Context: an optimization exercise on an open-source flow, tuned for small area, a short achievable clock period and few clock cycles per item. The choices shown serve that exercise and are no tape-out recipe.
In this exercise RTL edits were held to simulation tests only and were not proved equivalent to the original.

Setup of red:
// fp_mul_arbiter
module fp_mul_arbiter #(
    parameter int W = fp_alu_pkg::FP_W
) (
    input  logic         clk,
    input  logic         rst,
    input  logic         req0_valid,
    input  logic [W-1:0] req0_a,
    input  logic [W-1:0] req0_b,
    output logic         req0_ready,
    input  logic         req1_valid,
    input  logic [W-1:0] req1_a,
    input  logic [W-1:0] req1_b,
    output logic         req1_ready,
    output logic         rsp_valid,
    output logic [W-1:0] rsp_data,
    output logic         rsp_id,
    input  logic         rsp_ready
);
Size in the first run: ~2,000 cells after synthesis, about 20,000 um2 of cells after synthesis.
export LEC_CHECK = 0
export CAP_MARGIN = 20
export CORE_MARGIN = 2
export CORE_UTILIZATION = 40
export CTS_BUF_LIST = sky130_fd_sc_hd__clkbuf_8
export SETUP_SLACK_MARGIN = 5
export SLEW_MARGIN = 20
export SYNTH_HIERARCHICAL = 1
export SYNTH_MINIMUM_KEEP_SIZE = 0
create_clock -name core_clock -period 11.0 [get_ports {clk}]
standard.sh (not shown) runs the stock make flow with config.mk's settings and CLKGATE_MAP_FILE= SYNTH_SCRIPT=/design/flow/synth_recipe.tcl, a recipe that flattens the netlist after the stock synthesis.
==> flow/flow/run.sh <==
#!/bin/bash
# The standard ORFS layout (the standard.sh, standard synthesis unchanged),
# with buf_2 cells as the port buffers and a larger setup repair margin.
set -euo pipefail
bash standard.sh "BUFFER_PORTS_ARGS=-buffer_cell sky130_fd_sc_hd__buf_2" SETUP_SLACK_MARGIN=5.3 finish > orfs_make.log 2>&1
Testbench counts of red, summed over its fixed seeds: cycles 6,416, items 6,400.
Changes in blue relative to red:
- swapping 40 for 60 in CORE_UTILIZATION
==> flow/flow/run.sh <==
#!/bin/bash
# The standard ORFS layout (the standard.sh, standard synthesis unchanged),
# with buf_2 cells as the port buffers and a larger setup repair margin.
set -euo pipefail
bash standard.sh "BUFFER_PORTS_ARGS=-buffer_cell sky130_fd_sc_hd__buf_2" SETUP_SLACK_MARGIN=5.4 finish > orfs_make.log 2>&1
- Lower relative area change from synthesis to final layout goes to blue over red.
- Aggregate global-route resource usage up 12 points in blue wrt red
- Compared to red, blue shows a wider setup margin.
- Delta (blue minus red): routed wire length went down by 0.72%; clock skew shows an increase of 12 ps.
Changes in green relative to blue:
==> flow/flow/run.sh <==
#!/bin/bash
# The standard ORFS layout (the standard.sh, standard synthesis unchanged),
# with buf_2 cells as the port buffers and a larger setup repair margin.
set -euo pipefail
bash standard.sh "BUFFER_PORTS_ARGS=-buffer_cell sky130_fd_sc_hd__buf_2" SETUP_SLACK_MARGIN=5.6 finish > orfs_make.log 2>&1
==> comparison <==
- The met2 routed wirelength of green is higher than that of blue.
- Final antenna diode count was higher in the run labelled blue.
### green -> orange
- CORE_UTILIZATION: 60 -> 40
==> flow/flow/run.sh <==
#!/bin/bash
# The standard ORFS layout (the standard.sh, standard synthesis unchanged),
# with buf_2 cells as the port buffers and a larger setup repair margin.
set -euo pipefail
bash standard.sh "BUFFER_PORTS_ARGS=-buffer_cell sky130_fd_sc_hd__buf_2" SETUP_SLACK_MARGIN=5.7 finish > orfs_make.log 2>&1
--- outcome ---
- Going from green to orange, design area rose by 3.7%, wire length rose by 4.1%, met2 routed wirelength rose by 6.0%, proportion of cell area occupied by multi-input gates fell by 2.1 points.


Starting RTL as in the previous note.
clock: 11.0 ns
lec_check: 0
cap_margin: 20
core_margin: 2
core_utilization: 40
cts_buf_list: sky130_fd_sc_hd__clkbuf_8
setup_slack_margin: 5
slew_margin: 20
synth_hierarchical: 1
synth_minimum_keep_size: 0
==> flow/flow/run.sh <==
#!/bin/bash
# The standard ORFS layout (the standard.sh, standard synthesis unchanged),
# with buf_2 cells as the port buffers and a larger setup repair margin.
set -euo pipefail
bash standard.sh "BUFFER_PORTS_ARGS=-buffer_cell sky130_fd_sc_hd__buf_2" SETUP_SLACK_MARGIN=5.5 finish > orfs_make.log 2>&1
Testbench counts at the start, summed over its fixed seeds: cycles 6,416, items 6,400.
Then changed:
==> flow/flow/run.sh (replaced) <==
#!/bin/bash
# The standard ORFS layout (the standard.sh, standard synthesis unchanged),
# with buf_2 cells as the port buffers and a larger setup repair margin.
set -euo pipefail
bash standard.sh "BUFFER_PORTS_ARGS=-buffer_cell sky130_fd_sc_hd__buf_2" SETUP_SLACK_MARGIN=5.4 finish > orfs_make.log 2>&1
- CTS_CLUSTER_DIAMETER: default -> 150
- CTS_CLUSTER_SIZE: default -> 30
Outcome: Global-route usage shrinks by 0.25 points. Synthesized cell count is unchanged. Count of clock-buffer cells in the layout stays the same. Setup slack degrades by 0.046 ns. Die area does not change. Worst hold slack gets worse by 0.0033 ns. Routed wire length goes down by 1.0%.
Then changed:
- CTS_CLUSTER_DIAMETER: 150 -> default
- CTS_CLUSTER_SIZE: 30 -> default
=> The changed run completed without violations. Register-to-register slack hardly moves. Die area stays the same. Cell count does not change.

[static timing again, ports no longer ideal]
How much do the figures lean on ideal ports? The routed layouts below were timed once more, with nothing changed but the port constraints. Step 1 assumes that a clkbuf_16 drives the clock port and a buf_2 every other input. Step 2 moves the port delays by t, midway between the first and last clock arrival at a register: inputs arrive t later, outputs are due t later. That takes back most of the time a late clock gives input paths. Slacks: no drivers / after step 1 / after step 2; pairs: no drivers / after step 1.
run | t (ns) | setup WS [ns] | worst setup path after step 2 | clock arrival spread, ns | cell pins on the clock port's net
red | 0.510 | 5.425 / 5.372 / 5.367 | input to register | 0.022 / 0.022 | 1
blue | 0.520 | 5.519 / 5.512 / 5.512 | input to output | 0.035 / 0.035 | 1
green | 0.524 | 5.635 / 5.617 / 5.625 | input to output | 0.025 / 0.025 | 1
orange | 0.497 | 5.680 / 5.680 / 5.593 | input to register | 0.029 / 0.030 | 1
the first run of note 2 | 0.491 | 5.572 / 5.550 / 5.434 | input to register | 0.017 / 0.016 | 1
the second run of note 2 | 0.506 | 5.526 / 5.524 / 5.426 | input to register | 0.022 / 0.021 | 1
the third run of note 2 | 0.506 | 5.526 / 5.524 / 5.426 | input to register | 0.022 / 0.021 | 1
After both steps setup and hold are still met in every run listed. For the first run of note 2, which loses most, drivers alone change the setup slack by -0.022 ns; drivers and shift together by -0.138 ns.
